Context: an optimization exercise on an open-source flow, tuned for small area and a short achievable clock period. The choices shown serve that exercise and are no tape-out recipe.
At most, simulation tests tie the RTL to the original design; equivalence was not proved.
Power figures rest on the tool's default switching activity, not on a simulated workload.

build 12:
## rqfbi_top
module rqfbi_top (
	input  wire logic        clk,
	input  wire logic        arst_n,
	input  wire logic        start,
	output logic             busy,
	input  wire logic [2:0]  cmd_kind,
	input  wire logic [31:0] cmd_data,
	input  wire logic        cfg_valid,
	output logic             cfg_ready,
	input  wire logic [4:0]  cfg_data,
	output logic             done,
	output logic             res_accepted,
	output logic [31:0]      res_out_data,
	output logic [4:0]       res_items_held,
	output logic [4:0]       res_slots_free,
	output logic             res_is_empty,
	output logic             res_is_full
);
export LEC_CHECK = 0
export CAP_MARGIN = 20
export CORE_MARGIN = 2
export CORE_UTILIZATION = 40
export CTS_CLUSTER_DIAMETER = 100
export CTS_CLUSTER_SIZE = 30
export SETUP_SLACK_MARGIN = 1.9
export SLEW_MARGIN = 20
create_clock -name core_clock -period 4.0 [get_ports {clk}]
standard.sh (not shown) runs the stock make flow with config.mk's settings and CLKGATE_MAP_FILE= SYNTH_SCRIPT=/design/flow/synth_recipe.tcl, a recipe that flattens the netlist after the stock synthesis.
==> flow/flow/run.sh <==
#!/bin/bash
# standard layout, with plain buffers (not delay cells) on the ports
set -o pipefail
bash standard.sh "BUFFER_PORTS_ARGS=-buffer_cell sky130_fd_sc_hd__buf_2" finish > standard.log 2>&1
Build 12 closes out successfully: all stages finished, all timing, DRC and antenna checks passed.
Relative to build 12, the following input files were edited for build 39:
Settings: CTS_CLUSTER_DIAMETER removed (was 100); CTS_CLUSTER_SIZE removed (was 30).
## What came out
Build 39: flow completed, timing, DRC and antenna clean
Number of I/O port buffers: build 39 vs build 12 identical
Build 39 vs. build 12: total net switching power higher, wire length rose by 2.8%.
Against build 12, build 39 reports a clock-cell share of area that is higher.
From build 12 to build 39 the numbers moved as follows: global-route wire length before repair increased 2.3%; maximum clock frequency dropped about 1.4%.
Comparing average wire per cell in the routed design for build 12 and build 39, the smaller number came from build 39.
On data arrival time of the worst path: between build 12 and build 39, it ends up higher for build 39.
Build 39 against build 12; static leakage power is up by a little under 10%.
The following lists how build 23 was set up differently from build 39:
Settings: CTS_CLUSTER_DIAMETER newly set to 100; CTS_CLUSTER_SIZE newly set to 25.
Findings:
The maximum net fanout on the critical path number comes out higher for build 23 vs build 39. From build 39 to build 23 the numbers moved as follows: mean routed wirelength per cell now smaller; post-layout worst setup margin went down; worst hold margin now sits at about the same level; first-iteration DRC count went down; met2 routed wirelength shows a reduction of about 2.3%.

* * *

## exp/garnet
Another version of the RTL of rqfbi_top (not shown whole).
Size in the first run: about 1300 cells after synthesis, roughly 92 I/O pins.
export LEC_CHECK = 0
export CAP_MARGIN = 20
export CORE_MARGIN = 2
export CORE_UTILIZATION = 40
export SLEW_MARGIN = 20
create_clock -name core_clock -period 4.0 [get_ports {clk}]
run.sh (not shown) runs the stock make flow with config.mk's settings and CLKGATE_MAP_FILE= SYNTH_SCRIPT=/design/flow/synth_recipe.tcl, a recipe that flattens the netlist after the stock synthesis.
Stock flow here: none of the scripts above is used.
exp/garnet: flow completed, timing, DRC and antenna clean
Setup changes, exp/garnet to exp/yarrow
- setting SETUP_SLACK_MARGIN to 2.0 for the first time
==> flow/flow/run.sh (new file) <==
#!/bin/bash
# standard layout, with plain buffers (not delay cells) on the ports
set -o pipefail
bash standard.sh "BUFFER_PORTS_ARGS=-buffer_cell sky130_fd_sc_hd__buf_2" finish > standard.log 2>&1
==> flow/standard.sh (new file) <==
#!/bin/bash
# synth_recipe.tcl (not shown) runs the flow's synth.tcl, then flattens the netlist and writes it again
# the make line also repeats each setting of config.mk as NAME=value (left out here)
make -C /OpenROAD-flow-scripts/flow DESIGN_CONFIG=/design/flow/config.mk WORK_HOME=/design/flow/orfs CLKGATE_MAP_FILE= SYNTH_SCRIPT=/design/flow/synth_recipe.tcl "${@:-finish}"
removed: flow/run.sh
## What came out
Power (higher): exp/yarrow. Delta(via-per-instance ratio, exp/yarrow - exp/garnet) > 0. On proportion of final cell area spent on non-clock buffers, the lower figure sits with exp/garnet, not exp/yarrow. Count of cell instances traversed by the critical path came out exactly the same in exp/garnet and exp/yarrow. [compare] base=exp/garnet new=exp/yarrow: fraction of final layout cells sized beyond drive strength 1 moved up; global-route usage moved up; clock group power moved up; power in combinational cells moved up; core occupancy in the finished layout moved up. When exp/yarrow is set beside exp/garnet, its worst hold slack turns out to be 0.0059 ns smaller.
What exp/violet does differently from exp/yarrow at the input level:
- CTS_BUF_LIST newly set to sky130_fd_sc_hd__clkbuf_4
- SETUP_SLACK_MARGIN removed (was 2.0)
- SLEW_MARGIN changed from 20 to 65
### Flow results
exp/violet has sequential share of layout area above what exp/yarrow had.
Cell area (exp/violet vs. exp/yarrow) decreases by more than 10%
exp/yarrow reports its cell with the largest stage delay on the worst path as sky130_fd_sc_hd__dfstp_2 while exp/violet reports sky130_fd_sc_hd__or4_1.
A capturing element of the worst setup path of u_q.rd_data_q[15]$_DFF_P_ is what exp/yarrow shows, while u_q.rd_data_q[4]$_DFF_P_ belongs to exp/violet.
Vias: exp/violet fewer than exp/yarrow
Looking at pre-CTS setup slack across both flows, exp/violet is the weaker of the two, with exp/yarrow ahead.
[compare] base=exp/yarrow new=exp/violet: global-route total usage across every layer now sits lower, count of unresolved DRC violations after routing essentially unchanged, slack of the critical path -0.51 ns, synthesized net count has remained practically unchanged, final hold slack increased by 0.025 ns relative to the old numbers.
Edits applied to the flow inputs when going from exp/violet to exp/willow:
- a deleted CTS_BUF_LIST that had been sky130_fd_sc_hd__clkbuf_4
- a change of SLEW_MARGIN from 65 to 20
==> comparison <==
- exp/willow: full flow OK, the timing, DRC and antenna checks passed
- Multi-input logic cell count: exp/willow vs exp/violet identical
- For the average wire length per cell after detail routing, exp/willow came in about 7% higher than exp/violet did.
- Diff exp/violet -> exp/willow: cell area after layout went down, combined buffer and inverter count along the critical path went down.
- Between exp/willow and exp/violet, it is exp/willow whose non-clock buffer count is lower, by 31.
- Looking at final critical delay including setup and external delays, exp/willow sits 0.045 ns above exp/violet.
- The worst hold path class comes out in2reg in one run and in2async in the other, namely in exp/violet and exp/willow respectively.
Function was not checked in any run of this note: the RTL went through the layout flow alone.

-- afterwards: timing with drivers on the ports --
The flow's constraints put no driver on any port. The routed layouts listed below were extracted and timed again, unchanged, in two steps.
Step 1, drivers: a clkbuf_16 drives clk and a buf_2 each remaining input, both assumed.
Step 2 also shifts input and output timing later by t, the mid clock arrival at the registers, as if the neighbouring blocks saw the same clock.
Three values: no drivers, after step 1, after step 2; two values: the first two.
| run | shift t [ns] | setup slack, ns | hold WS [ns] | clock arrival spread, ns |
|---|---|---|---|---|
| build 12 | 0.643 | 1.895 / 1.895 / 1.297 | 0.232 / 0.199 / 0.466 | 0.029 / 0.029 |
| build 39 | 0.672 | 1.865 / 1.865 / 1.249 | 0.212 / 0.180 / 0.453 | 0.035 / 0.034 |
| build 23 | 0.657 | 1.859 / 1.859 / 1.268 | 0.209 / 0.178 / 0.461 | 0.033 / 0.033 |
| exp/garnet | 0.673 | 1.135 / 1.159 / 0.486 | 0.166 / 0.124 / 0.474 | 0.030 / 0.030 |
| exp/yarrow | 0.674 | 1.785 / 1.729 / 1.278 | 0.160 / 0.121 / 0.500 | 0.030 / 0.030 |
| exp/violet | 0.953 | 1.276 / 1.276 / 0.851 | 0.185 / 0.153 / 0.491 | 0.050 / 0.050 |
| exp/willow | 0.655 | 1.231 / 1.231 / 0.757 | 0.161 / 0.126 / 0.494 | 0.018 / 0.018 |
After both steps every run listed still meets setup and hold. For exp/garnet, which loses most, drivers alone change the setup slack by +0.024 ns; drivers and shift together by -0.649 ns.
